Context: an optimization exercise on an open-source flow, tuned for small area. The choices shown serve that exercise and are no tape-out recipe.
Function was checked by simulation only, so behaviour that the tests miss may differ from the original.
Power and IR drop assume default switching activity.

<file path="flow/run.sh">
#!/bin/bash
# Layout flow: the standard flow (standard.sh) with two changes.
#  - Synthesis maps the logic with the area-oriented ABC script in
#    flow/abc_area.script and without Yosys's full-adder extraction. Flip-flops
#    are mapped before ABC runs, so registers, their names and cell types are
#    those of the standard synthesis.
#  - Port buffering uses the smallest buffer, sky130_fd_sc_hd__buf_1.
# Each step's full output goes to its own log here; ORFS's logs are under orfs/.
set -euo pipefail
cd "$(dirname "${BASH_SOURCE[0]}")/.."
W=$PWD
rm -rf "$W/scripts_area"
cp -r "$FLOW_HOME/scripts" "$W/scripts_area"
cp "$W/flow/abc_area.script" "$W/scripts_area/abc_area.script"
bash standard.sh SCRIPTS_DIR="$W/scripts_area" ABC_AREA=1 ADDER_MAP_FILE= synth > "$W/synth.log" 2>&1
bash standard.sh "BUFFER_PORTS_ARGS=-buffer_cell sky130_fd_sc_hd__buf_1" finish > "$W/layout.log" 2>&1
</file>
<file path="flow/abc_area.script">
&get -n
&deepsyn -T 120
&put
dch -f
amap
mfs2
strash
dch -f
amap
topo
stime -c
</file>
<file path="standard.sh">
#!/bin/bash
# synth_recipe.tcl (not shown) runs the flow's synth.tcl, then flattens the netlist and writes it again
# the make line also repeats each setting of config.mk as NAME=value (left out here)
make -C /OpenROAD-flow-scripts/flow DESIGN_CONFIG=/design/flow/config.mk WORK_HOME=/design/flow/orfs CLKGATE_MAP_FILE= SYNTH_SCRIPT=/design/flow/synth_recipe.tcl "${@:-finish}"
</file>
<file path="config.mk">
export PLATFORM = sky130hd
export DESIGN_NAME = servo_recipe_pwm_sequencer
export DESIGN_NICKNAME = servo_recipe_pwm_sequencer
export VERILOG_FILES = /design/flow/design.v
export SDC_FILE = /design/flow/constraint.sdc
export NUM_CORES = 4
export LEC_CHECK = 0
export CAP_MARGIN = 20
export CORE_MARGIN = 2
export CORE_UTILIZATION = 70
export CTS_BUF_LIST = sky130_fd_sc_hd__clkbuf_8
export CTS_CLUSTER_DIAMETER = 36
export CTS_CLUSTER_SIZE = 20
export GPL_TIMING_DRIVEN = 0
export PLACE_DENSITY = 0.8
export SLEW_MARGIN = 20
</file>
<file path="constraint.sdc">
create_clock -name core_clock -period 9.0 [get_ports {clk}]
set_input_delay 1.8000 -clock core_clock [delete_from_list [all_inputs] [get_ports {clk}]]
set_output_delay 1.8000 -clock core_clock [all_outputs]
set_load 0.01 [all_outputs]
</file>
<file path="design.v">
package srps_pkg;
  localparam int RECIPE_DEPTH_DEF = 32;
  localparam int PER_W    = 20;
  localparam int OFS_W    = 16;
  localparam int STEP_W   = 15;
  localparam int UNIT_W   = 19;
  localparam int SETTLE_W = 19;
  localparam int WAIT_W   = 24;
  localparam int POS_W    = 5;
  localparam int BYTE_W   = 8;
  localparam int ARG_W    = 5;
  localparam int ROP_W    = 3;
  localparam int RIDX_W   = 6;
  localparam int WADDR_W  = 5;
  localparam int CFG_AW   = 5;
  localparam int CFG_DW   = 32;
  localparam int REGSEL_W = 3;
  localparam logic [1:0] ITEM_WRITE   = 2'd0;
  localparam logic [1:0] ITEM_TICK    = 2'd1;
  localparam logic [1:0] ITEM_RESTART = 2'd2;
  localparam logic [ROP_W-1:0] OP_HALT       = 3'd0;
  localparam logic [ROP_W-1:0] OP_MOV        = 3'd1;
  localparam logic [ROP_W-1:0] OP_WAIT       = 3'd2;
  localparam logic [ROP_W-1:0] OP_LOOP_START = 3'd4;
  localparam logic [ROP_W-1:0] OP_END_LOOP   = 3'd5;
  localparam logic [REGSEL_W-1:0] REG_PERIOD = 3'd0;
  localparam logic [REGSEL_W-1:0] REG_OFFSET = 3'd1;
  localparam logic [REGSEL_W-1:0] REG_STEP   = 3'd2;
  localparam logic [REGSEL_W-1:0] REG_UNIT   = 3'd3;
  localparam logic [REGSEL_W-1:0] REG_SETTLE = 3'd4;
  localparam logic [PER_W-1:0]    PERIOD_RST = 20'd20000;
  localparam logic [OFS_W-1:0]    OFFSET_RST = 16'd388;
  localparam logic [STEP_W-1:0]   STEP_RST   = 15'd400;
  localparam logic [UNIT_W-1:0]   UNIT_RST   = 19'd100000;
  localparam logic [SETTLE_W-1:0] SETTLE_RST = 19'd200000;
  localparam logic [PER_W-1:0]    PW_MAX     = 20'hFFFFF;
  typedef struct packed {
    logic [1:0]         opcode;
    logic [WADDR_W-1:0] write_address;
    logic [BYTE_W-1:0]  write_byte;
  } in_item_t;
  typedef struct packed {
    logic              pwm_level;
    logic [POS_W-1:0]  position;
    logic [RIDX_W-1:0] recipe_index;
    logic [ARG_W-1:0]  loop_remaining;
    logic              halted;
    logic              waiting;
  } out_item_t;
  function automatic logic [24:0] rc_add(input logic [23:0] a, input logic [23:0] b,
                                         input logic cin);
    logic c;
    logic [24:0] s;
    c = cin;
    for (int i = 0; i < 24; i++) begin
      s[i] = a[i] ^ b[i] ^ c;
      c    = (a[i] & b[i]) | (a[i] & c) | (b[i] & c);
    end
    s[24] = c;
    rc_add = s;
  endfunction
  function automatic logic rc_lt(input logic [23:0] a, input logic [23:0] b);
    logic c;
    c = 1'b0;
    for (int i = 0; i < 24; i++) begin
      c = (~a[i] & b[i]) | (~(a[i] ^ b[i]) & c);
    end
    rc_lt = c;
  endfunction
  function automatic logic [24:0] rc_inc(input logic [23:0] a);
    logic c;
    logic [24:0] s;
    c = 1'b1;
    for (int i = 0; i < 24; i++) begin
      s[i] = a[i] ^ c;
      c    = a[i] & c;
    end
    s[24] = c;
    rc_inc = s;
  endfunction
  function automatic logic [23:0] rc_dec(input logic [23:0] a);
    logic c;
    logic [23:0] s;
    c = 1'b1;
    for (int i = 0; i < 24; i++) begin
      s[i] = a[i] ^ c;
      c    = ~a[i] & c;
    end
    rc_dec = s;
  endfunction
endpackage
module servo_recipe_pwm_sequencer #(
  parameter int RECIPE_DEPTH = srps_pkg::RECIPE_DEPTH_DEF
) (
  input  logic                          clk,
  input  logic                          rst_n,
  input  logic                          in_valid,
  output logic                          in_ready,
  input  srps_pkg::in_item_t            in_data,
  output logic                          out_valid,
  input  logic                          out_ready,
  output srps_pkg::out_item_t           out_data,
  input  logic                          psel,
  input  logic                          penable,
  input  logic                          pwrite,
  input  logic [srps_pkg::CFG_AW-1:0]   paddr,
  input  logic [srps_pkg::CFG_DW-1:0]   pwdata,
  output logic [srps_pkg::CFG_DW-1:0]   prdata,
  output logic                          pready
);
  logic [19:0] period_r;
  logic [15:0] offset_r;
  logic [14:0] step_r;
  logic [18:0] unit_r;
  logic [18:0] settle_r;
  logic        cfg_we;
  logic [2:0]  reg_sel;
  assign pready  = 1'b1;
  assign cfg_we  = psel && penable && pwrite;
  assign reg_sel = paddr[4:2];
  logic [19:0] wd_z;   
  logic [19:0] wd_o;   
  assign wd_z = pwdata[19:0] & {20{rst_n}};
  assign wd_o = pwdata[19:0] | {20{!rst_n}};
  function automatic logic [19:0] cfg_wd(input logic [19:0] rst_val,
                                         input logic [19:0] z, input logic [19:0] o);
    for (int i = 0; i < 20; i++) begin
      cfg_wd[i] = rst_val[i] ? o[i] : z[i];
    end
  endfunction
  always_ff @(posedge clk) begin
    if (!rst_n || (cfg_we && reg_sel == 3'd0)) begin
      period_r <= cfg_wd(20'(srps_pkg::PERIOD_RST), wd_z, wd_o);
    end
    if (!rst_n || (cfg_we && reg_sel == 3'd1)) begin
      offset_r <= 16'(cfg_wd(20'(srps_pkg::OFFSET_RST), wd_z, wd_o));
    end
    if (!rst_n || (cfg_we && reg_sel == 3'd2)) begin
      step_r <= 15'(cfg_wd(20'(srps_pkg::STEP_RST), wd_z, wd_o));
    end
    if (!rst_n || (cfg_we && reg_sel == 3'd3)) begin
      unit_r <= 19'(cfg_wd(20'(srps_pkg::UNIT_RST), wd_z, wd_o));
    end
    if (!rst_n || (cfg_we && reg_sel == 3'd4)) begin
      settle_r <= 19'(cfg_wd(20'(srps_pkg::SETTLE_RST), wd_z, wd_o));
    end
  end
  always_comb begin
    case (reg_sel)
      3'd0:    prdata = {12'd0, period_r};
      3'd1:    prdata = {16'd0, offset_r};
      3'd2:    prdata = {17'd0, step_r};
      3'd3:    prdata = {13'd0, unit_r};
      3'd4:    prdata = {13'd0, settle_r};
      default: prdata = '0;
    endcase
  end
  logic [5:0]  cursor_r;
  logic [6:0]  cur_code_r;
  logic        mov_sel_r;
  logic [4:0]  loop_cnt_r;
  logic [4:0]  loop_head_r;
  logic [18:0] dly_o_r;
  logic [4:0]  dly_j_r;
  logic [4:0]  dly_n_r;
  logic [4:0]  pos_r;
  logic [19:0] pw_r;
  logic [19:0] cnt1_r;   
  logic        res_pend_r;
  logic        out_valid_r;
  srps_pkg::out_item_t out_r;
  logic load_out, acc, is_write, is_tick, is_restart;
  assign load_out   = res_pend_r && (!out_valid_r || out_ready);
  assign in_ready   = !res_pend_r || !out_valid_r || out_ready;
  assign acc        = in_valid && in_ready;
  assign is_write   = acc && (in_data.opcode == srps_pkg::ITEM_WRITE);
  assign is_tick    = acc && (in_data.opcode == srps_pkg::ITEM_TICK);
  assign is_restart = acc && (in_data.opcode == srps_pkg::ITEM_RESTART);
  logic       op_mov, op_wait, op_loop, op_end, halted;
  logic [4:0] arg;
  logic [6:0] cur_code_nxt;
  logic       mov_sel_nxt;
  logic [18:0] dly_o_nxt;
  assign arg     = cur_code_r[4:0];
  assign op_mov  = (cur_code_r[6:5] == 2'b01);
  assign op_wait = (cur_code_r[6:5] == 2'b10);
  assign op_loop = (cur_code_r[6:5] == 2'b11);
  assign op_end  = (cur_code_r[6:5] == 2'b00) && cur_code_r[1];
  assign halted  = (cur_code_r[6:5] == 2'b00) && !cur_code_r[1] && !cur_code_r[0];
  logic        waiting;
  logic        step_go;
  logic        end_jump;
  logic [5:0]  cursor_nxt;
  logic [4:0]  pos_mov;
  logic [4:0]  trav_m1;
  logic [24:0] a_m_p;
  logic [24:0] p_m_a;
  logic [24:0] cur_inc;
  logic [23:0] dly_o_dec;
  logic [23:0] dly_j_dec;
  logic [23:0] loop_dec;
  assign waiting  = (dly_o_r != '0);
  assign step_go  = is_tick && !waiting && !halted;
  assign end_jump = op_end && (loop_cnt_r != '0);
  assign pos_mov  = mov_sel_r ? arg : pos_r;
  assign a_m_p     = srps_pkg::rc_add({19'd0, arg}, {19'd0, ~pos_r}, 1'b0);
  assign p_m_a     = srps_pkg::rc_add({19'd0, pos_r}, {19'd0, ~arg}, 1'b0);
  assign trav_m1   = a_m_p[5] ? a_m_p[4:0] : p_m_a[4:0];
  assign cur_inc   = srps_pkg::rc_inc({18'd0, cursor_r});
  assign dly_o_dec = srps_pkg::rc_dec({5'd0, dly_o_r});
  assign dly_j_dec = srps_pkg::rc_dec({19'd0, dly_j_r});
  assign loop_dec  = srps_pkg::rc_dec({19'd0, loop_cnt_r});
  always_comb begin
    if (is_restart) begin
      cursor_nxt = '0;
    end else if (step_go) begin
      cursor_nxt = end_jump ? {1'b0, loop_head_r} : cur_inc[5:0];
    end else begin
      cursor_nxt = cursor_r;
    end
  end
  always_comb begin
    dly_o_nxt = dly_o_r;
    if (is_restart) begin
      dly_o_nxt = '0;
    end
    if (is_tick) begin
      if (waiting) begin
        if (dly_j_r == '0) begin
          dly_o_nxt = dly_o_dec[18:0];
        end
      end else if (!halted) begin
        if (op_mov) begin
          dly_o_nxt = (arg == pos_r) ? 19'd0 : settle_r;
        end
        if (op_wait) begin
          dly_o_nxt = unit_r;
        end
      end
    end
  end
  assign mov_sel_nxt = (dly_o_nxt == '0) && (cur_code_nxt[6:5] == 2'b01);
  always_ff @(posedge clk) begin
    if (!rst_n) begin
      dly_o_r   <= '0;
      mov_sel_r <= 1'b0;
    end else begin
      dly_o_r   <= dly_o_nxt;
      mov_sel_r <= mov_sel_nxt;
    end
  end
  always_ff @(posedge clk) begin
    if (!rst_n) begin
      cursor_r   <= '0;
      loop_cnt_r <= '0;
      dly_j_r    <= '0;
      dly_n_r    <= '0;
      pos_r      <= '0;
    end else begin
      cursor_r <= cursor_nxt;
      if (is_tick) begin
        pos_r <= pos_mov;
      end
      if (is_restart) begin
        loop_cnt_r <= '0;
      end
      if (is_tick) begin
        if (waiting) begin
          if (dly_j_r == '0) begin
            dly_j_r <= dly_n_r;
          end else begin
            dly_j_r <= dly_j_dec[4:0];
          end
        end else if (!halted) begin
          if (op_mov) begin
            dly_j_r <= trav_m1;
            dly_n_r <= trav_m1;
          end
          if (op_wait) begin
            dly_j_r <= arg;
            dly_n_r <= arg;
          end
          if (op_loop && loop_cnt_r == '0) begin
            loop_cnt_r <= arg;
          end
          if (end_jump) begin
            loop_cnt_r <= loop_dec[4:0];
          end
        end
      end
    end
  end
  always_ff @(posedge clk) begin
    if (step_go && op_loop) begin
      loop_head_r <= cur_inc[4:0];
    end
  end
  logic [7:0] wbyte;
  logic [6:0] wcode;
  logic [6:0] mem_r [32];
  logic       fwd;
  assign wbyte = in_data.write_byte;
  always_comb begin
    case (wbyte[7:5])
      3'd0:    wcode = 7'b00_00000;
      3'd1:    wcode = {2'b01, wbyte[4:0]};
      3'd2:    wcode = {2'b10, wbyte[4:0]};
      3'd4:    wcode = {2'b11, wbyte[4:0]};
      3'd5:    wcode = 7'b00_00010;
      default: wcode = 7'b00_00001;
    endcase
  end
  logic [6:0] wdata;
  assign wdata = wcode & {7{rst_n}};
  always_ff @(posedge clk) begin
    for (int i = 0; i < 32; i++) begin
      if (!rst_n || (is_write && in_data.write_address == 5'(i))) begin
        mem_r[i] <= wdata;
      end
    end
  end
  assign fwd = is_write && (in_data.write_address == cursor_r[4:0]);
  always_comb begin
    if (cursor_nxt[5]) begin
      cur_code_nxt = '0;
    end else if (fwd) begin
      cur_code_nxt = wcode;
    end else begin
      cur_code_nxt = mem_r[cursor_nxt[4:0]];
    end
  end
  always_ff @(posedge clk) begin
    if (!rst_n) begin
      cur_code_r <= '0;
    end else begin
      cur_code_r <= cur_code_nxt;
    end
  end
  logic [19:0] eff_per;
  logic [24:0] cnt1_inc;
  logic        wrap;
  assign eff_per  = {period_r[19:1], period_r[0] | (period_r == '0)};
  assign cnt1_inc = srps_pkg::rc_inc({4'd0, cnt1_r});
  assign wrap     = !srps_pkg::rc_lt({4'd0, cnt1_r}, {4'd0, period_r});
  function automatic logic [20:0] booth_row(input logic [2:0] g, input logic [14:0] st);
    logic [15:0] m;
    logic        neg;
    case (g)
      3'b001, 3'b010, 3'b101, 3'b110: m = {1'b0, st};
      3'b011, 3'b100:                 m = {st, 1'b0};
      default:                        m = '0;
    endcase
    neg = g[2] & ~(g[1] & g[0]);
    booth_row = {21{neg}} ^ {5'd0, m};
  endfunction
  logic [20:0] br0, br1, br2, ofs_x, cor;
  logic [20:0] s1, c1, s2, c2, s3, c3;
  logic [24:0] add_s;
  logic [20:0] pw_sum;
  assign br0   = booth_row({pos_mov[1], pos_mov[0], 1'b0}, step_r);
  assign br1   = booth_row({pos_mov[3], pos_mov[2], pos_mov[1]}, step_r) << 2;
  assign br2   = booth_row({1'b0, pos_mov[4], pos_mov[3]}, step_r) << 4;
  assign ofs_x = {5'd0, offset_r};
  assign cor   = {18'd0, pos_mov[3] & ~(pos_mov[2] & pos_mov[1]), 1'b0, pos_mov[1]};
  assign s1 = ofs_x ^ br0 ^ br1;
  assign c1 = ((ofs_x & br0) | (ofs_x & br1) | (br0 & br1)) << 1;
  assign s2 = br2 ^ cor ^ s1;
  assign c2 = ((br2 & cor) | (br2 & s1) | (cor & s1)) << 1;
  assign s3 = s2 ^ c2 ^ c1;
  assign c3 = ((s2 & c2) | (s2 & c1) | (c2 & c1)) << 1;
  assign add_s  = srps_pkg::rc_add({3'd0, s3}, {3'd0, c3}, 1'b0);
  assign pw_sum = add_s[20:0];
  always_ff @(posedge clk) begin
    if (!rst_n) begin
      pw_r   <= 20'(srps_pkg::OFFSET_RST);
      cnt1_r <= 20'd1;
    end else if (is_tick) begin
      if (wrap) begin
        cnt1_r <= 20'd1;
        pw_r   <= pw_sum[20] ? srps_pkg::PW_MAX : pw_sum[19:0];
      end else begin
        cnt1_r <= cnt1_inc[19:0];
      end
    end
  end
  always_ff @(posedge clk) begin
    if (!rst_n) begin
      res_pend_r  <= 1'b0;
      out_valid_r <= 1'b0;
    end else begin
      if (acc) begin
        res_pend_r <= 1'b1;
      end else if (load_out) begin
        res_pend_r <= 1'b0;
      end
      if (load_out) begin
        out_valid_r <= 1'b1;
      end else if (out_ready) begin
        out_valid_r <= 1'b0;
      end
    end
  end
  always_ff @(posedge clk) begin
    if (load_out) begin
      out_r.pwm_level      <= !srps_pkg::rc_lt({4'd0, pw_r}, {4'd0, cnt1_r}) ||
                              !srps_pkg::rc_lt({4'd0, pw_r}, {4'd0, eff_per});
      out_r.position       <= pos_r;
      out_r.recipe_index   <= cursor_r;
      out_r.loop_remaining <= loop_cnt_r;
      out_r.halted         <= halted;
      out_r.waiting        <= waiting;
    end
  end
  assign out_valid = out_valid_r;
  assign out_data  = out_r;
endmodule
</file>
==> results.py, run 1 <==
metrics = {
    "status": {
        "status": "no timing/DRC/antenna violations",
    },
    "clock_network": {
        "clock_path_buffers": 3,
        "htree_levels": 2,
        "clk_latency_ns": 0.64,
        "cts_made_buffers": 55,
        "clkTransAtPathRegs_ns": 0.09,
        "root_buffer": "clkbuf_8",
        "cts.sinks": 432,
        "cts_tree": "yes",
    },
    "finish": {
        "antenna_cells": 0,
        "fin_util_pct": 80.2,
        "fill_cells": 1739,
        "drive_above_1_share_pct": 8.74,
        "area_growth_pct": 13.0,
        "layout.cells.non_filler": 2484,
        "design_area_um2": 22300,
        "nNetsFinal": 2118,
    },
    "drt": {
        "antenna_left": 0,
        "drtIter0Drc": 2723,
        "drc": 0,
        "wl_per_cell_um": 24.6,
        "vias": 17000,
        "vias_per_cell": 6.85,
        "drt_pass1_iterations": 9,
        "drt-total-wl_mm": 61.1,
    },
    "placed_design": {
        "pre_cts_ws_ns": -0.431,
        "place_area_um2": 21000,
        "place_congestion": 1.05,
        "dp_hpwl_mm": 44.0,
        "dpl.cell_count": 2378,
        "portBuffers": 85,
    },
    "synth": {
        "yosysMostFrequentCell": "edfxtp_1",
        "synthCells": 1876,
        "synth_top_area_cell": "edfxtp_1",
        "synth_edf_count": 337,
        "yosys-top-cells-count": "edfxtp_1, nor2_1, clkinv_1",
        "yosys_warnings": 2,
        "yosysSeqAreaShare_pct": 61.0,
        "yosysUniqueCellTypes": 48,
        "synth.avg_cell_area_um2": 10.5,
        "synth_top_cell_area_share_pct": 51.3,
        "syn_area_um2": 19700,
        "ys_ff_latch": 432,
        "synthArstFlopShare_pct": 0,
        "synth_ff_type": "edfxtp_1",
        "synth_area_leaders": "edfxtp_1, dfxtp_1, o21ai_0, nor2_1, clkinv_1",
    },
    "die": {
        "die_x_um": 172,
        "core_um2": 27800,
        "dieArea_um2": 29500,
        "num_io_pins": 113,
        "die_h_um": 172,
        "initial_core_util_pct": 71.0,
        "num_rows": 61,
    },
    "critical_path": {
        "critPathCaptureType": "flip-flop",
        "start_kind": "flip-flop",
        "crit_fanout": 8,
        "worst_path_most_repeated_cell": "nor2_1",
        "cpPeakStageDelay_ns": 1.01,
        "path_cells": "or4_1 > or2_0 > or3_1 > nor4_1 > nand2_1 > nor3_1 > nand2_1 > nor3_2 > clkinv_1 > nor2_1 > clkinv_1 > nor2_1 > nor2_1 > a222oi_1 > or2_0 > nor3_2 > a22o_1 > a221o_1 > a2111oi_0 > nand3_1 > nor3_1 > o32ai_1",
        "critical-path-top-delay-family": "simple AND/OR/NAND/NOR gates",
        "worstSetupPathDepth": 22,
        "r2r_cells": 22,
        "r2r_slack_ns": 0.29,
        "worst-path-buf-inv": 2,
        "path_class": "reg -> reg",
        "critical_path_arrival_ns": 9.23,
        "slowest_stage": "a2111oi_0",
        "timing.rr.start": "dly_o_r[7]$_SDFF_PN0_",
        "critPathRequiredTime_ns": 9.52,
        "r2r_end": "cur_code_r[3]$_SDFF_PP0_",
    },
    "grt": {
        "grt_pass1_wl_mm": 89.9,
        "antenna_found_initial": 0,
        "grt_pass1_vias": 15700,
        "grt_max_degree": 75,
        "globalRouteTotalUtil_pct": 41.5,
        "gr-total-overflow": 0,
    },
    "timing": {
        "hold_viol": 0,
        "worst_slack_ns": 0.290,
        "slew_headroom_pct": 12.5,
        "fin_tns_setup_ns": 0,
        "finalSetupViolCount": 0,
        "period_share_pct": 96.8,
        "final_max_slew_viol_count": 0,
        "fin_skew_ns": 0.0573,
        "worst_pin_slew_ns": 1.28,
        "finalCriticalPeriod_ns": 8.71,
        "fmax_mhz": 115,
        "holdWs_ns": 0.457,
    },
    "pwr": {
        "p_clk_share_pct": 29.6,
        "p_per_area_nw_per_um2": 233,
        "leakagePower_nw": 7.35,
        "combPwrFrac_pct": 22.8,
        "totalPowerFinal_mw": 5.20,
        "seq_power_share_pct": 47.6,
        "switching_share_pct": 33.9,
        "p_switching_mw": 1.76,
        "max-vdd-ir-drop_mv": 0.209,
        "intPower_mw": 3.44,
    },
    "min_path": {
        "hold_end": "out_r[5]$_DFFE_PP_",
        "hold_start": "loop_cnt_r[3]$_SDFF_PN0_",
        "hold_depth": 0,
        "hp-class": "reg -> reg",
    },
    "flow_run": {
        "drv_cap": 0,
    },
}
## final cells by class
class | count | area, um2 | share of cell area (%)
plain buffers | 13 | 97.6 | 0.438
clock buffers | 57 | 785 | 3.52
clock inverters | 47 | 420 | 1.89
inverters | 204 | 778 | 3.49
multi-input cells | 1238 | 7120 | 31.9
flip-flops and latches | 432 | 12000 | 53.9
well taps | 378 | 473 | 2.12
repair buffers | 115 | 594 | 2.67
## cell usage in the layout (no fill, tap or decap), types with 57 or more instances in the layout
master    instances
edfxtp_1        337
nor2_1          232
clkinv_1        204
nand2_1         186
o21ai_0         145
dfxtp_1          95
buf_1            85
a21oi_1          78
o22ai_1          62
clkbuf_8         57
## flip-flops by register name (all words and copies together), names as in the netlist
register and flops:
dly_j_r 5, step_r 15, dly_o_r 19, pos_r 5, cnt1_r 20, period_r 20
unit_r 19, offset_r 16, out_valid_r 1, out_r 19, cur_code_r 7, mem_r 224
loop_cnt_r 5, loop_head_r 5, pw_r 20, dly_n_r 5, mov_sel_r 1, settle_r 19
cursor_r 6, res_pend_r 1
## worst max path at each step
| stage | start | endpoint | slack, ns |
|---|---|---|---|
| after floorplan | dly_o_r[7]$_SDFF_PN0_ | cur_code_r[6]$_SDFF_PN0_ | 1.98 |
| after detailed placement | pos_r[1]$_SDFFE_PN0P_ | pw_r[11]$_SDFFE_PN0P_ | -0.43 |
| final | dly_o_r[7]$_SDFF_PN0_ | cur_code_r[3]$_SDFF_PP0_ | 0.29 |
| after global routing | dly_o_r[7]$_SDFF_PN0_ | mov_sel_r$_SDFF_PN0_ | -0.11 |
| after global placement | dly_o_r[7]$_SDFF_PN0_ | cur_code_r[6]$_SDFF_PN0_ | -1.17 |
| after CTS | pos_r[1]$_SDFFE_PN0P_ | pw_r[11]$_SDFFE_PN0P_ | 0.02 |
## per-layer routing
layer  track usage, %  vias to the layer above  wire length [um]
li1                 -                     7545                 -
met1             48.5                     7818             20200
met2             67.8                     1334             28500
met3             7.80                      311              6690
met4             32.7                        0              5700
met5                0                        -                 0
## power by group through the flow
stage,clock [mW],sequential [mW],combinational [mW]
finish,1.54,2.48,1.19
global route,1.61,2.49,1.29
CTS,1.53,2.47,1.12
detailed placement,0,2.51,1.11
global placement,0,2.50,1.06
floorplan,0,2.47,0.741
## logic make-up after synthesis
group	Yosys count	share of synthesized area (%)
flip-flops	432	61.0
AND/OR/NAND/NOR	610	13.6
other	2	0.0381
buffers and inverters	217	4.38
AO/OA/AOI/OAI	615	21.1
## timing repair
action	in CTS	in global routing
setup endpoints to repair	13	24
hold buffers	0	0
pin swaps	0	1
buffers inserted	0	2
gates resized for setup	2	16
## worst register-to-register path, delay by kind of cell (launching register included)
| family | cells | cell delay [ns] |
|---|---|---|
| flops | 1 | 0.33 |
| buf+inv | 2 | 0.74 |
| simple gates | 15 | 5.14 |
| compound gates | 5 | 2.41 |
==> inputs of run 2 (changes only) <==
==> flow/run.sh (replaced) <==
#!/bin/bash
# Layout flow: the standard flow (standard.sh) with these changes.
#  - Synthesis maps the logic with the area-oriented ABC script in
#    flow/abc_area.script and without Yosys's full-adder extraction. Flip-flops
#    are mapped before ABC runs, so registers, their names and cell types are
#    those of the standard synthesis.
#  - Port buffering uses the smallest buffer, sky130_fd_sc_hd__buf_1.
#  - Clock tree synthesis uses clkbuf_8 sink clusters and inserts no dummy
#    loads.
# Each step's full output goes to its own log here; ORFS's logs are under orfs/.
set -euo pipefail
cd "$(dirname "${BASH_SOURCE[0]}")/.."
W=$PWD
rm -rf "$W/scripts_area"
cp -r "$FLOW_HOME/scripts" "$W/scripts_area"
cp "$W/flow/abc_area.script" "$W/scripts_area/abc_area.script"
bash standard.sh SCRIPTS_DIR="$W/scripts_area" ABC_AREA=1 ADDER_MAP_FILE= synth > "$W/synth.log" 2>&1
bash standard.sh "BUFFER_PORTS_ARGS=-buffer_cell sky130_fd_sc_hd__buf_1" \
  "CTS_ARGS=-sink_clustering_enable -repair_clock_nets -sink_clustering_size 20 -sink_clustering_max_diameter 36 -buf_list sky130_fd_sc_hd__clkbuf_8 -dont_use_dummy_load" \
  finish > "$W/layout.log" 2>&1
--- a/config.mk
+++ b/config.mk
@@ -9,7 +9,4 @@
 export CORE_MARGIN = 2
 export CORE_UTILIZATION = 70
-export CTS_BUF_LIST = sky130_fd_sc_hd__clkbuf_8
-export CTS_CLUSTER_DIAMETER = 36
-export CTS_CLUSTER_SIZE = 20
 export GPL_TIMING_DRIVEN = 0
 export PLACE_DENSITY = 0.8
==> run 2 against run 1 <==
Net effect:
- first-iteration DRC count fell by 0.95%
- cell count fell by 1.9%
- combinational power barely moved
- utilization fell by 1.5 points
- routed wire length fell by 0.87%
- clock skew rose by 0.041 ns
- critical path type unchanged
- largest power group unchanged
==> results.py, run 2 <==
metrics = {
    "status": {
        "status": "no timing/DRC/antenna violations",
    },
    "pwr": {
        "intPower_mw": 3.26,
        "combPwrFrac_pct": 24.5,
        "switching_share_pct": 32.8,
        "p_clk_share_pct": 24.4,
        "leakagePower_nw": 7.12,
        "max-vdd-ir-drop_mv": 0.175,
        "seq_power_share_pct": 51.1,
        "p_per_area_nw_per_um2": 222,
        "p_switching_mw": 1.59,
    },
    "die": {
        "num_rows": 61,
        "die_h_um": 172,
        "num_io_pins": 113,
        "initial_core_util_pct": 71.0,
        "core_um2": 27800,
        "die_x_um": 172,
        "dieArea_um2": 29500,
    },
    "critical_path": {
        "critPathRequiredTime_ns": 9.51,
        "critPathCaptureType": "flip-flop",
        "critical_path_arrival_ns": 9.21,
        "r2r_end": "mov_sel_r$_SDFF_PN0_",
        "crit_fanout": 16,
        "slowest_stage": "or4_1",
        "start_kind": "flip-flop",
        "cpPeakStageDelay_ns": 0.55,
        "r2r_slack_ns": 0.29,
        "worst-path-buf-inv": 6,
        "worstSetupStartpoint": "dly_o_r[7]$_SDFF_PN0_",
        "path_class": "reg -> reg",
        "worst_path_most_repeated_cell": "clkinv_1",
        "r2r_cells": 26,
        "timing.rr.start": "dly_o_r[7]$_SDFF_PN0_",
        "critical-path-top-delay-family": "simple AND/OR/NAND/NOR gates",
    },
    "min_path": {
        "hold_depth": 0,
        "hold_start": "loop_cnt_r[3]$_SDFF_PN0_",
        "hp-class": "reg -> reg",
        "hold_end": "out_r[5]$_DFFE_PP_",
    },
    "synth": {
        "synth.avg_cell_area_um2": 10.5,
        "yosysSeqAreaShare_pct": 61.0,
        "yosysMostFrequentCell": "edfxtp_1",
        "synthArstFlopShare_pct": 0,
        "yosys_warnings": 2,
        "syn_area_um2": 19700,
        "synth_area_leaders": "edfxtp_1, dfxtp_1, o21ai_0, nor2_1, clkinv_1",
        "ys_ff_latch": 432,
        "synth_edf_count": 337,
        "yosys-top-cells-count": "edfxtp_1, nor2_1, clkinv_1",
        "synthCells": 1876,
        "synth_top_cell_area_share_pct": 51.3,
        "synth_ff_type": "edfxtp_1",
        "synth_top_area_cell": "edfxtp_1",
        "yosysUniqueCellTypes": 48,
    },
    "drt": {
        "drt-total-wl_mm": 60.6,
        "vias_per_cell": 6.92,
        "antenna_left": 0,
        "wl_per_cell_um": 24.9,
        "drtIter0Drc": 2697,
        "vias": 16800,
        "drt_pass1_iterations": 8,
        "drc": 0,
    },
    "timing": {
        "worst_slack_ns": 0.294,
        "finalSetupViolCount": 0,
        "fin_tns_setup_ns": 0,
        "hold_viol": 0,
        "worst_pin_slew_ns": 1.20,
        "final_max_slew_viol_count": 0,
        "slew_headroom_pct": 19.1,
        "fin_skew_ns": 0.0984,
        "finalCriticalPeriod_ns": 8.71,
        "period_share_pct": 96.7,
        "fmax_mhz": 115,
    },
    "finish": {
        "drive_above_1_share_pct": 7.29,
        "final_cell_mix": "edfxtp_1, nor2_1, clkinv_1",
        "layout_commonest_cell": "edfxtp_1",
        "nNetsFinal": 2119,
        "area_growth_pct": 10.8,
        "regMostFlops": "mem_r",
        "antenna_cells": 0,
        "largest_reg_flops": 224,
    },
    "clock_network": {
        "clk_latency_ns": 0.64,
        "root_buffer": "clkbuf_8",
        "cts.sinks": 432,
        "htree_levels": 2,
        "cts_tree": "yes",
        "clkTransAtPathRegs_ns": 0.10,
        "cts_made_buffers": 55,
        "clock_path_buffers": 3,
    },
    "placed_design": {
        "portBuffers": 85,
        "place_congestion": 1.05,
        "dp_hpwl_mm": 44.0,
        "pre_cts_ws_ns": -0.431,
    },
    "grt": {
        "globalRouteTotalUtil_pct": 41.2,
        "gr-total-overflow": 0,
        "antenna_found_initial": 0,
        "grt_pass1_vias": 15500,
        "grt_max_degree": 75,
        "grt_pass1_wl_mm": 89.0,
    },
    "flow_run": {
        "drv_cap": 0,
    },
}
[run 2: cell count changes in the layout (fill, tap and decap cells not counted), moves of 2 or more]
cell and delta:
inv_6 -10, inv_1 -8, clkinv_4 -7, clkinv_2 -5
clkinvlp_4 -5, inv_8 -4, bufinv_16 -3, clkinv_1 -3
clkbuf_8 -2, clkinv_8 -2, nor3_1 -2, nor3_2 +2
[run 2: logic make-up (layout without fill, tap and decap cells)]
| family | Yosys count | after routing | share of synthesized area (%) |
|---|---|---|---|
| AOI/OAI and AO/OA | 615 | 615 | 21.1 |
| buffers and inverters | 217 | 388 | 4.38 |
| DFF | 432 | 432 | 61.0 |
| other | 2 | 13 | 0.0381 |
| and+or+nand+nor | 610 | 610 | 13.6 |
[run 2: layer usage]
layer	GRT usage [%]	vias up	wire length (um)
li1	-	7496	-
met1	48.9	7792	20200
met2	67.4	1272	28500
met3	6.90	289	6360
met4	31.5	0	5490
met5	0	-	0
[run 2: final cells by class]
cell class | count | area (um2)
fill | 1817 | 5920
tap | 378 | 473
timing repair buffer | 116 | 599
inverter | 204 | 778
multi-input combinational | 1238 | 7130
clock buffer | 55 | 757
sequential | 432 | 12000
buffer | 13 | 97.6
[run 2: worst max-delay path by stage]
| stage | endpoint | slack [ns] | cells after the start |
|---|---|---|---|
| 5_1_grt | mov_sel_r$_SDFF_PN0_ | -0.07 | 26 |
| 6_report | mov_sel_r$_SDFF_PN0_ | 0.29 | 26 |
| 4_1_cts | pw_r[11]$_SDFFE_PN0P_ | 0.006 | 40 |
| 3_5_place_dp | pw_r[11]$_SDFFE_PN0P_ | -0.43 | 41 |
| 3_3_place_gp | cur_code_r[6]$_SDFF_PN0_ | -1.17 | 22 |
| 2_1_floorplan | cur_code_r[6]$_SDFF_PN0_ | 1.98 | 23 |
[run 2: timing repair]
item                       in CTS  in global routing
hold buffers                    0                  0
setup buffers                   0                  2
pin swaps                       0                  3
resized for setup               2                 17
setup endpoints to repair      13                 23
[run 2: power by group through the flow]
stage,clock [mW],sequential (mW),combinational (mW)
final,1.18,2.48,1.19
after global placement,0,2.50,1.06
after CTS,1.17,2.47,1.12
after floorplan,0,2.47,0.741
after detailed placement,0,2.51,1.11
after global routing,1.24,2.49,1.30
[run 2: per-stage QoR]
stage	hold slack (ns)	utilization, %	cell area (um2)	total power, mW	std cells
after floorplan	0.416	-	19800	3.21	1887
after global placement	0.438	74.0	20600	3.56	2350
after detailed placement	0.436	75.6	21000	3.62	2378
after CTS	0.451	78.3	21800	4.76	2433
after global routing	0.464	78.7	21900	5.03	2436
final	0.448	78.7	21900	4.85	2436
==> inputs of run 3 (changes only) <==
--- a/flow/run.sh
+++ b/flow/run.sh
@@ -17,4 +17,4 @@
 bash standard.sh SCRIPTS_DIR="$W/scripts_area" ABC_AREA=1 ADDER_MAP_FILE= synth > "$W/synth.log" 2>&1
 bash standard.sh "BUFFER_PORTS_ARGS=-buffer_cell sky130_fd_sc_hd__buf_1" \
-  "CTS_ARGS=-sink_clustering_enable -repair_clock_nets -sink_clustering_size 20 -sink_clustering_max_diameter 36 -buf_list sky130_fd_sc_hd__clkbuf_8 -dont_use_dummy_load" \
+  "CTS_ARGS=-sink_clustering_enable -repair_clock_nets -sink_clustering_size 20 -sink_clustering_max_diameter 44 -buf_list sky130_fd_sc_hd__clkbuf_8 -dont_use_dummy_load" \
   finish > "$W/layout.log" 2>&1
==> run 3 against run 2 <==
Net effect:
- largest cell class unchanged
- design area down 1.2%
- die area about the same
- worst hold slack improved by 0.016 ns
- largest power group unchanged
==> results.py, run 3 <==
metrics = {
    "status": {
        "status": "no timing/DRC/antenna violations",
    },
    "critical_path": {
        "path_class": "reg -> reg",
        "worstSetupPathDepth": 46,
        "r2r_slack_ns": 0.84,
        "start_kind": "flip-flop",
        "crit_fanout": 10,
        "critical-path-top-delay-family": "compound AO/OA/AOI/OAI gates",
        "worst_path_most_repeated_cell": "nor2_1",
        "cpPeakStageDelay_ns": 0.55,
        "r2r_cells": 46,
        "critPathRequiredTime_ns": 9.45,
        "worst-path-buf-inv": 4,
        "critical_path_arrival_ns": 8.61,
        "slowest_stage": "o21ai_0",
        "r2r_end": "pw_r[7]$_SDFFE_PN1P_",
        "critPathCaptureType": "flip-flop",
        "timing.rr.start": "pos_r[0]$_SDFFE_PN0P_",
    },
    "die": {
        "die_h_um": 172,
        "num_rows": 61,
        "core_um2": 27800,
        "dieArea_um2": 29500,
        "num_io_pins": 113,
        "initial_core_util_pct": 71.0,
        "die_x_um": 172,
    },
    "synth": {
        "synth_edf_count": 337,
        "syn_area_um2": 19700,
        "synthArstFlopShare_pct": 0,
        "yosysMostFrequentCell": "edfxtp_1",
        "synth_area_leaders": "edfxtp_1, dfxtp_1, nor2_1, o21ai_0, clkinv_1",
        "yosysUniqueCellTypes": 52,
        "synth.avg_cell_area_um2": 10.6,
        "synth_ff_type": "edfxtp_1",
        "synth_top_area_cell": "edfxtp_1",
        "yosys_warnings": 2,
        "synth_top_cell_area_share_pct": 51.3,
        "ys_ff_latch": 432,
        "synthCells": 1870,
        "yosysSeqAreaShare_pct": 60.9,
        "yosys-top-cells-count": "edfxtp_1, nor2_1, clkinv_1",
    },
    "clock_network": {
        "clk_latency_ns": 0.59,
        "cts.sinks": 432,
        "cts_made_buffers": 40,
        "htree_levels": 2,
        "cts-hold-fix-buffers": 0,
        "cts_tree": "yes",
        "clock_path_buffers": 3,
        "root_buffer": "clkbuf_8",
        "clkTransAtPathRegs_ns": 0.11,
    },
    "drt": {
        "vias_per_cell": 6.83,
        "drtIter0Drc": 2964,
        "vias": 16500,
        "wl_per_cell_um": 24.1,
        "drt_pass1_iterations": 10,
        "antenna_left": 0,
        "drc": 0,
        "drt-total-wl_mm": 58.2,
    },
    "finish": {
        "area_growth_pct": 9.41,
        "largest_reg_flops": 224,
        "layout_commonest_cell": "edfxtp_1",
        "final_cell_mix": "edfxtp_1, nor2_1, clkinv_1",
        "layout.cells.non_filler": 2415,
        "regMostFlops": "mem_r",
        "drive_above_1_share_pct": 6.23,
        "fin_util_pct": 77.7,
        "antenna_cells": 0,
        "nNetsFinal": 2098,
    },
    "pwr": {
        "leakagePower_nw": 7.05,
        "p_per_area_nw_per_um2": 227,
        "max-vdd-ir-drop_mv": 0.191,
    },
    "grt": {
        "grt_pass1_vias": 15200,
        "globalRouteTotalUtil_pct": 39.6,
        "grt_max_degree": 70,
        "gr-total-overflow": 0,
        "grt_pass1_wl_mm": 86.0,
        "antenna_found_initial": 1,
    },
    "timing": {
        "hold_viol": 0,
        "finalCriticalPeriod_ns": 8.16,
        "final_max_slew_viol_count": 0,
        "fin_skew_ns": 0.0754,
        "rsz0062_at_grt": "no",
        "worst_pin_slew_ns": 1.23,
        "period_share_pct": 90.7,
        "finalSetupViolCount": 0,
        "slew_headroom_pct": 17.6,
        "fmax_mhz": 123,
    },
    "min_path": {
        "hp-class": "reg -> reg",
        "hold_depth": 2,
        "hold_end": "dly_n_r[4]$_SDFFE_PN0P_",
        "hold_start": "dly_n_r[4]$_SDFFE_PN0P_",
    },
    "placed_design": {
        "place_congestion": 0.969,
        "portBuffers": 85,
        "dpl.cell_count": 2374,
        "dp_hpwl_mm": 42.3,
    },
    "flow_run": {
        "drv_cap": 0,
    },
}
[run 3: cell types whose count changed in the layout (fill, tap and decap cells not counted), sizes merged, moves of 9 or more]
cell / delta
a21oi: -14
a221oi: +15
nor2: +11
o221ai: -22
clkbuf: -15
a222oi: -9
nor2b: +13
o21ai: -17
a22oi: +19
a31oi: +10
clkinv: -11
[run 3: what timing repair did]
action | in CTS | in global routing
buffers inserted | 0 | 0
setup endpoints to repair | 0 | 19
hold endpoints to repair | 0 | 0
gates resized for setup | 0 | 5
[run 3: layout make-up]
class / count / area [um2]
fill: 1882 / 6190
buffer: 13 / 97.6
timing repair buffer: 116 / 587
sequential: 432 / 12000
inverter: 191 / 722
tap: 378 / 473
multi-input combinational: 1245 / 7140
clock buffer: 40 / 551
[run 3: cells by family after synthesis]
kind of cell,Yosys count,synth area share [%]
other,2,0.0381
and+or+nand+nor,628,14.0
DFF,432,60.9
buffers and inverters,204,4.13
AOI/OAI and AO/OA,604,20.9
[run 3: worst max path at each step]
stage                     startpoint                endpoint  slack [ns]
3_5_place_dp   pos_r[1]$_SDFFE_PN0P_    pw_r[7]$_SDFFE_PN1P_        0.43
6_report       pos_r[0]$_SDFFE_PN0P_    pw_r[7]$_SDFFE_PN1P_        0.84
2_1_floorplan  pos_r[1]$_SDFFE_PN0P_    pw_r[1]$_SDFFE_PN0P_        1.92
4_1_cts        pos_r[1]$_SDFFE_PN0P_    pw_r[7]$_SDFFE_PN1P_        0.32
3_3_place_gp                   rst_n  mem_r[11][1]$_DFFE_PP_       -5.73
5_1_grt        pos_r[0]$_SDFFE_PN0P_    pw_r[7]$_SDFFE_PN1P_        0.05
[run 3: metrics by stage]
step / TNS [ns] / hold slack [ns] / power, mW / instance area, um2 / setup slack [ns]
finish: 0 / 0.464 / 4.89 / 21600 / 0.840
global route: 0 / 0.497 / 5.10 / 21600 / 0.0476
CTS: 0 / 0.469 / 4.83 / 21500 / 0.321
detailed placement: 0 / 0.455 / 3.87 / 21000 / 0.431
global placement: -206.72 / 0.450 / 3.79 / 20600 / -5.73
floorplan: 0 / 0.431 / 3.43 / 19800 / 1.92
[run 3: where the power goes]
group | leakage [nW] | switching (mW) | internal [mW]
clock | 0.288 | 0.603 | 0.397
sequential | 4.02 | 0.125 | 2.35
combinational | 2.75 | 0.969 | 0.447
total | 7.05 | 1.70 | 3.20
[run 3: per-layer routing]
layer  global-route usage, %  routed length [um]  part of all wire, %
met1                    47.6               19900                   34
met2                    65.0               27200                   47
met3                    7.94                6310                   11
met4                    26.8                4790                  8.2
met5                       0                   0                    0
[run 3: worst reg2reg max path, delay by kind of cell (launching register included)]
kind | cells | cell delay [ns]
AO/OA/AOI/OAI | 19 | 3.55
buffers and inverters | 4 | 1.10
flip-flops | 1 | 0.46
AND/OR/NAND/NOR | 23 | 2.92
==> inputs of run 4 (changes only) <==
--- a/config.mk
+++ b/config.mk
@@ -8,6 +8,6 @@
 export CAP_MARGIN = 20
 export CORE_MARGIN = 2
-export CORE_UTILIZATION = 70
+export CORE_UTILIZATION = 80
 export GPL_TIMING_DRIVEN = 0
-export PLACE_DENSITY = 0.8
+export PLACE_DENSITY = 0.9
 export SLEW_MARGIN = 20
==> run 4 against run 3 <==
Net effect:
- still clean on timing, DRC and antenna
- utilization up 11 points
- critical path depth down 30
- design area down 0.34%
- critical path type is now in -> reg
- largest cell class unchanged
- highest routed layer unchanged
==> results.py, run 4 <==
metrics = {
    "die": {
        "die_x_um": 161,
        "initial_core_util_pct": 81.4,
        "dieArea_um2": 25900,
        "num_io_pins": 113,
        "die_h_um": 161,
        "num_rows": 57,
        "core_um2": 24200,
    },
    "critical_path": {
        "critPathCaptureType": "flip-flop",
        "critPathRequiredTime_ns": 9.50,
        "crit_fanout": 8,
        "path_class": "in -> reg",
        "critical_path_arrival_ns": 8.94,
        "start_kind": "input port",
    },
    "synth": {
        "yosysSeqAreaShare_pct": 60.9,
        "synth_area_leaders": "edfxtp_1, dfxtp_1, nor2_1, o21ai_0, clkinv_1",
        "synthCells": 1870,
        "yosysUniqueCellTypes": 52,
        "synth_top_family_by_area": "compound AO/OA/AOI/OAI gates",
        "synth_ff_type": "edfxtp_1",
        "ys_ff_latch": 432,
        "synth_compound_area_share_pct": 20.9,
        "synth_top_area_cell": "edfxtp_1",
        "synth_top_cell_area_share_pct": 51.3,
        "synthArstFlopShare_pct": 0,
        "muxShareOfSynthArea_pct": 0,
        "synthSimpleGateAreaFrac_pct": 14.0,
        "yosys.area_share.xor_xnor_pct": 0,
        "yosys_warnings": 2,
        "yosysMostFrequentCell": "edfxtp_1",
        "yosys-top-cells-count": "edfxtp_1, nor2_1, clkinv_1",
        "synth_edf_count": 337,
        "synth.avg_cell_area_um2": 10.6,
        "syn_area_um2": 19700,
        "synth_adder_area_share_pct": 0,
    },
    "flow_run": {
        "drv_cap": 0,
    },
    "timing": {
        "finalSetupViolCount": 0,
        "hold_viol": 0,
        "finalCriticalPeriod_ns": 8.44,
        "worst_slack_ns": 0.555,
        "fmax_mhz": 118,
        "final_max_slew_viol_count": 0,
        "worst_pin_slew_ns": 1.36,
        "fin_skew_ns": 0.0658,
        "fin_tns_setup_ns": 0,
        "period_share_pct": 93.8,
        "slew_headroom_pct": 8.75,
    },
    "clock_network": {
        "cts_tree": "yes",
        "cts_resized": 1,
        "cts_made_buffers": 40,
        "clk_latency_ns": 0.60,
        "root_buffer": "clkbuf_8",
        "htree_levels": 2,
        "clock_path_buffers": 3,
        "cts-hold-fix-buffers": 0,
        "cts.sinks": 432,
        "post_cts_buffers": 0,
        "clkTransAtPathRegs_ns": 0.09,
    },
    "drt": {
        "drt_pass1_iterations": 11,
        "drt-total-wl_mm": 65.1,
        "wl_per_cell_um": 27.6,
        "vias_per_cell": 7.60,
        "drc": 0,
        "drtIter0Drc": 4016,
        "vias": 17900,
        "antenna_left": 0,
    },
    "grt": {
        "grt_pass1_vias": 16600,
        "antenna_found_initial": 1,
        "globalRouteTotalUtil_pct": 49.2,
        "grt_max_degree": 70,
        "grt_pass1_wl_mm": 95.1,
        "gr-total-overflow": 0,
    },
    "finish": {
        "area_growth_pct": 9.04,
        "layout.cells.non_filler": 2356,
        "largest_reg_flops": 224,
        "regArea_um2": 12000,
        "nNetsFinal": 2093,
        "final_cell_mix": "edfxtp_1, nor2_1, clkinv_1",
        "layout_commonest_cell": "edfxtp_1",
        "regMostFlops": "mem_r",
        "antenna_cells": 0,
        "drive_above_1_share_pct": 6.15,
        "multi_input_area_um2": 7150,
        "fill_cells": 1106,
    },
    "placed_design": {
        "portBuffers": 85,
        "pre_cts_ws_ns": 0.0590,
        "dpl.cell_count": 2316,
        "dp_hpwl_mm": 43.4,
        "place_congestion": 1.01,
    },
    "status": {
        "status": "no timing/DRC/antenna violations",
    },
    "pwr": {
        "leakagePower_nw": 7.04,
        "p_per_area_nw_per_um2": 231,
        "totalPowerFinal_mw": 4.97,
        "max-vdd-ir-drop_mv": 0.278,
    },
    "min_path": {
        "hp-class": "reg -> reg",
    },
}
[run 4: cell counts after synthesis]
No cell type changed its count.
[run 4: worst paths after layout]
kind | start | endpoint | slack (ns) | cells past startpoint
max | out_ready | cur_code_r[6]$_SDFF_PN0_ | 0.56 | 16
min reg2reg | loop_cnt_r[4]$_SDFF_PN0_ | out_r[6]$_DFFE_PP_ | 0.47 | 0
max reg2reg | dly_o_r[14]$_SDFF_PN0_ | cur_code_r[6]$_SDFF_PN0_ | 0.58 | 17
min | loop_cnt_r[4]$_SDFF_PN0_ | out_r[6]$_DFFE_PP_ | 0.47 | 0
[run 4: per-layer routing]
metal	vias to the layer above	part of all wire [%]	GRT usage, %
met5	-	0	0
met4	0	11	38.6
met3	557	15	12.7
met2	1983	45	78.5
met1	7951	29	57.5
li1	7420	-	-
[run 4: per-stage QoR]
step                util (%)  area, um2  hold WS [ns]
finish                  88.7      21500         0.472
global placement        84.5      20500         0.441
detailed placement      86.2      20900         0.464
floorplan                  -      19800         0.431
CTS                     88.5      21500         0.472
global route            88.7      21500         0.485
[run 4: area by class of cell]
cell class	count	share of cell area [%]
plain buffers	13	0.454
well taps	324	1.88
repair buffers	111	2.63
multi-input cells	1245	33.2
inverters	191	3.36
flip-flops and latches	432	55.9
clock buffers	40	2.56
[run 4: worst max-delay path: stages]
cell and delay, ns:
buf_1 0.08, nor2b_1 0.08, nand2_1 0.15, nand4_1 0.60
nor2_1 0.68, clkinv_1 0.39, nor2_1 0.27, nor2_1 0.19
a222oi_1 1.12, nand2_1 0.54, nor3_1 1.02, clkinv_1 0.31
o2111ai_1 0.57, nor4_1 0.19, a2111oi_0 0.72, nor2b_1 0.23
[run 4: logic make-up after synthesis]
kind of cell / Yosys count
and+or+nand+nor: 628
AOI/OAI and AO/OA: 604
DFF: 432
buffers and inverters: 204
other: 2
[run 4: where the power goes]
| part | internal [mW] | total [mW] | switching, mW |
|---|---|---|---|
| Clock | 0.398 | 1.01 | 0.614 |
| Combinational | 0.449 | 1.46 | 1.01 |
| Sequential | 2.35 | 2.49 | 0.139 |
==> inputs of run 5 (changes only) <==
--- a/design.v
+++ b/design.v
@@ -165,5 +165,6 @@
   logic [4:0]  dly_n_r;
   logic [4:0]  pos_r;
-  logic [19:0] pw_r;
+  logic [19:0] pw_r;     
+  logic        pw_sat_r;   
   logic [19:0] cnt1_r;   
   logic        res_pend_r;
@@ -254,6 +255,4 @@
       cursor_r   <= '0;
       loop_cnt_r <= '0;
-      dly_j_r    <= '0;
-      dly_n_r    <= '0;
       pos_r      <= '0;
     end else begin
@@ -266,19 +265,5 @@
       end
       if (is_tick) begin
-        if (waiting) begin
-          if (dly_j_r == '0) begin
-            dly_j_r <= dly_n_r;
-          end else begin
-            dly_j_r <= dly_j_dec[4:0];
-          end
-        end else if (!halted) begin
-          if (op_mov) begin
-            dly_j_r <= trav_m1;
-            dly_n_r <= trav_m1;
-          end
-          if (op_wait) begin
-            dly_j_r <= arg;
-            dly_n_r <= arg;
-          end
+        if (!waiting && !halted) begin
           if (op_loop && loop_cnt_r == '0) begin
             loop_cnt_r <= arg;
@@ -296,4 +281,24 @@
     end
   end
+  always_ff @(posedge clk) begin
+    if (is_tick) begin
+      if (waiting) begin
+        if (dly_j_r == '0) begin
+          dly_j_r <= dly_n_r;
+        end else begin
+          dly_j_r <= dly_j_dec[4:0];
+        end
+      end else if (!halted) begin
+        if (op_mov) begin
+          dly_j_r <= trav_m1;
+          dly_n_r <= trav_m1;
+        end
+        if (op_wait) begin
+          dly_j_r <= arg;
+          dly_n_r <= arg;
+        end
+      end
+    end
+  end
   logic [7:0] wbyte;
   logic [6:0] wcode;
@@ -373,10 +378,12 @@
   always_ff @(posedge clk) begin
     if (!rst_n) begin
-      pw_r   <= 20'(srps_pkg::OFFSET_RST);
+      pw_r     <= 20'(srps_pkg::OFFSET_RST);
+      pw_sat_r <= 1'b0;
       cnt1_r <= 20'd1;
     end else if (is_tick) begin
       if (wrap) begin
         cnt1_r <= 20'd1;
-        pw_r   <= pw_sum[20] ? srps_pkg::PW_MAX : pw_sum[19:0];
+        pw_r     <= pw_sum[19:0];
+        pw_sat_r <= pw_sum[20];
       end else begin
         cnt1_r <= cnt1_inc[19:0];
@@ -403,5 +410,6 @@
   always_ff @(posedge clk) begin
     if (load_out) begin
-      out_r.pwm_level      <= !srps_pkg::rc_lt({4'd0, pw_r}, {4'd0, cnt1_r}) ||
+      out_r.pwm_level      <= pw_sat_r ||
+                              !srps_pkg::rc_lt({4'd0, pw_r}, {4'd0, cnt1_r}) ||
                               !srps_pkg::rc_lt({4'd0, pw_r}, {4'd0, eff_per});
       out_r.position       <= pos_r;
--- a/config.mk
+++ b/config.mk
@@ -8,6 +8,6 @@
 export CAP_MARGIN = 20
 export CORE_MARGIN = 2
-export CORE_UTILIZATION = 80
+export CORE_UTILIZATION = 70
 export GPL_TIMING_DRIVEN = 0
-export PLACE_DENSITY = 0.9
+export PLACE_DENSITY = 0.8
 export SLEW_MARGIN = 20
==> run 5 against run 4 <==
Net effect:
- critical path depth grew 31
- largest cell class unchanged
- clock-buffer cell count up 2
- total power down 2.0%
- critical endpoint is now pw_r[19]$_SDFFE_PN0P_
- area after synthesis down 0.20%
- combinational power decreased by 4%
- worst setup slack better by 0.35 ns
- non-clock buffer count grew 14
==> results.py, run 5 <==
metrics = {
    "finish": {
        "antenna_cells": 0,
        "design_area_um2": 21800,
        "multi_input_area_um2": 7060,
        "layout_commonest_cell": "edfxtp_1",
        "regArea_um2": 12100,
        "final_cell_mix": "edfxtp_1, nor2_1, clkinv_1",
        "fill_cells": 1819,
        "regMostFlops": "mem_r",
        "area_growth_pct": 10.6,
        "nNetsFinal": 2069,
        "drive_above_1_share_pct": 7.52,
        "largest_reg_flops": 224,
    },
    "critical_path": {
        "r2r_slack_ns": 0.91,
        "cpPeakStageDelay_ns": 0.58,
        "critPathRequiredTime_ns": 9.47,
        "start_kind": "flip-flop",
        "timing.rr.start": "mov_sel_r$_SDFF_PN0_",
        "path_class": "reg -> reg",
        "worst_path_most_repeated_cell": "nor2_1",
        "r2r_cells": 47,
        "critical_path_arrival_ns": 8.56,
        "r2r_end": "pw_r[19]$_SDFFE_PN0P_",
        "slowest_stage": "dfxtp_1",
        "critPathCaptureType": "flip-flop",
        "crit_fanout": 13,
    },
    "synth": {
        "synth_edf_count": 347,
        "synth_top_area_cell": "edfxtp_1",
        "synthArstFlopShare_pct": 0,
        "synth.avg_cell_area_um2": 10.8,
        "yosys-top-cells-count": "edfxtp_1, nor2_1, clkinv_1",
        "syn_area_um2": 19700,
        "synth_top_cell_area_share_pct": 52.9,
        "synth_ff_type": "edfxtp_1",
        "yosys_warnings": 2,
        "yosysSeqAreaShare_pct": 61.7,
        "yosysMostFrequentCell": "edfxtp_1",
        "synth_area_leaders": "edfxtp_1, dfxtp_1, o21ai_0, nor2_1, clkinv_1",
        "synthCells": 1830,
        "yosysUniqueCellTypes": 54,
        "ys_ff_latch": 433,
    },
    "clock_network": {
        "clk_latency_ns": 0.64,
        "cts_made_buffers": 42,
        "clock_path_buffers": 3,
        "root_buffer": "clkbuf_8",
        "cts_tree": "yes",
        "clkTransAtPathRegs_ns": 0.07,
        "htree_levels": 2,
        "cts.sinks": 433,
    },
    "timing": {
        "finalSetupViolCount": 0,
        "period_share_pct": 89.9,
        "fin_skew_ns": 0.0938,
        "fmax_mhz": 124,
        "worst_slack_ns": 0.909,
        "worst_pin_slew_ns": 1.15,
        "rsz0062_at_grt": "no",
        "finalCriticalPeriod_ns": 8.09,
        "final_max_slew_viol_count": 0,
        "hold_viol": 0,
        "slew_headroom_pct": 22.7,
    },
    "drt": {
        "vias": 16800,
        "drtIter0Drc": 2902,
        "wl_per_cell_um": 25.8,
        "drc": 0,
        "drt-total-wl_mm": 61.5,
        "vias_per_cell": 7.03,
        "drt_pass1_iterations": 7,
        "antenna_left": 0,
    },
    "min_path": {
        "hold_depth": 0,
        "hold_end": "out_r[5]$_DFFE_PP_",
        "hp-class": "reg -> reg",
        "hold_start": "loop_cnt_r[3]$_SDFF_PN0_",
    },
    "grt": {
        "globalRouteTotalUtil_pct": 42.1,
        "gr-total-overflow": 0,
        "grt_pass1_vias": 15700,
        "grt_max_degree": 38,
        "antenna_found_initial": 0,
        "grt_pass1_wl_mm": 90.8,
    },
    "placed_design": {
        "pre_cts_ws_ns": 0.872,
        "dp_hpwl_mm": 44.6,
        "place_congestion": 1.04,
        "portBuffers": 85,
        "place_area_um2": 21100,
    },
    "die": {
        "initial_core_util_pct": 71.1,
        "core_um2": 27700,
        "die_x_um": 172,
        "dieArea_um2": 29500,
        "num_io_pins": 113,
        "num_rows": 61,
        "die_h_um": 172,
    },
    "flow_run": {
        "drv_cap": 0,
    },
    "status": {
        "status": "no timing/DRC/antenna violations",
    },
    "pwr": {
        "leakagePower_nw": 7.11,
        "p_per_area_nw_per_um2": 224,
        "max-vdd-ir-drop_mv": 0.168,
    },
}
-- run 5: power breakdown --
part | internal [mW] | total, mW | switching [mW]
registers | 2.34 | 2.43 | 0.0958
clock network | 0.416 | 1.04 | 0.621
logic | 0.458 | 1.40 | 0.940
-- run 5: logic make-up after synthesis --
group	synth area share, %
AOI/OAI and AO/OA	21.1
buffers and inverters	4.19
xor gates and xnor gates	0.0890
DFF	61.7
and+or+nand+nor	12.9
other	0.0381
-- run 5: how the worst max path moves through the flow --
stage,from,end,depth (start not counted)
floorplan,out_ready,mov_sel_r$_SDFF_PN0_,17
global route,mov_sel_r$_SDFF_PN0_,pw_r[19]$_SDFFE_PN0P_,47
CTS,mov_sel_r$_SDFF_PN0_,pw_r[19]$_SDFFE_PN0P_,45
global placement,dly_o_r[16]$_SDFF_PN0_,mov_sel_r$_SDFF_PN0_,15
finish,mov_sel_r$_SDFF_PN0_,pw_r[19]$_SDFFE_PN0P_,47
detailed placement,mov_sel_r$_SDFF_PN0_,pw_r[19]$_SDFFE_PN0P_,45
-- run 5: metal layers --
metal	part of all wire, %	global-route usage, %
met1	33	50.7
met2	46	68.3
met3	12	8.77
met4	8.8	29.1
met5	0	0
-- run 5: repair_timing --
action,CTS,global route
buffers inserted,0,0
gates resized for setup,0,13
endpoints found under the setup margin,0,1
hold buffers,0,0
-- run 5: cell type report --
cell class,count,area share (%)
buffer,13,0.448
clock buffer,42,2.65
inverter,194,3.38
multi-input combinational,1201,32.4
sequential,433,55.7
tap,378,2.17
timing repair buffer,125,3.23
-- run 5: per-stage QoR --
stage | instances | setup TNS (ns) | hold slack (ns) | total power [mW] | util [%]
detailed placement | 2343 | 0 | 0.438 | 3.80 | 76.2
CTS | 2385 | 0 | 0.456 | 4.79 | 78.3
finish | 2386 | 0 | 0.449 | 4.87 | 78.6
global placement | 2304 | -43.45 | 0.429 | 3.71 | 74.1
global route | 2386 | 0 | 0.477 | 5.09 | 78.6
floorplan | 1841 | 0 | 0.416 | 3.40 | -
-- run 5: critical path, delay by kind of cell, from the launching register on --
| family | cells | cell delay (ns) |
|---|---|---|
| and+or+nand+nor | 22 | 3.05 |
| AOI/OAI and AO/OA | 19 | 3.21 |
| buffers and inverters | 6 | 1.14 |
| DFF | 1 | 0.58 |

-- separate check: timing with driven ports --
How much do the figures lean on ideal ports? The routed layouts below were timed once more, with nothing changed but the port constraints.
Step 1: set_driving_cell puts a clkbuf_16 on clk and a buf_2 on each other input, an assumption about the parent block.
Step 2 moves the port delays by t, midway between the first and last clock arrival at a register: inputs arrive t later, outputs are due t later. That takes back most of the time a late clock gives input paths.
Slacks: ideal / step 1 / step 2; pairs: ideal / step 1.
| run | t (ns) | setup slack, ns | clock arrival spread, ns | worst register clock-pin slew, ns | worst data-port slew with drivers (ns) |
|---|---|---|---|---|---|
| run 1 | 0.657 | 0.290 / 0.290 / 0.290 | 0.060 / 0.059 | 0.10 / 0.10 | 0.04 |
| run 2 | 0.639 | 0.294 / 0.294 / 0.294 | 0.102 / 0.102 | 0.10 / 0.10 | 0.04 |
| run 3 | 0.605 | 0.840 / 0.840 / 0.478 | 0.092 / 0.092 | 0.12 / 0.12 | 0.03 |
| run 4 | 0.611 | 0.555 / 0.579 / -0.032 | 0.066 / 0.066 | 0.12 / 0.12 | 0.04 |
| run 5 | 0.629 | 0.909 / 0.909 / 0.797 | 0.107 / 0.107 | 0.12 / 0.12 | 0.05 |
Met with ideal ports but missed after step 2: setup timing in run 4. The setup slack of run 4, which loses most, moves by +0.024 ns with the drivers and by -0.587 ns with both steps.
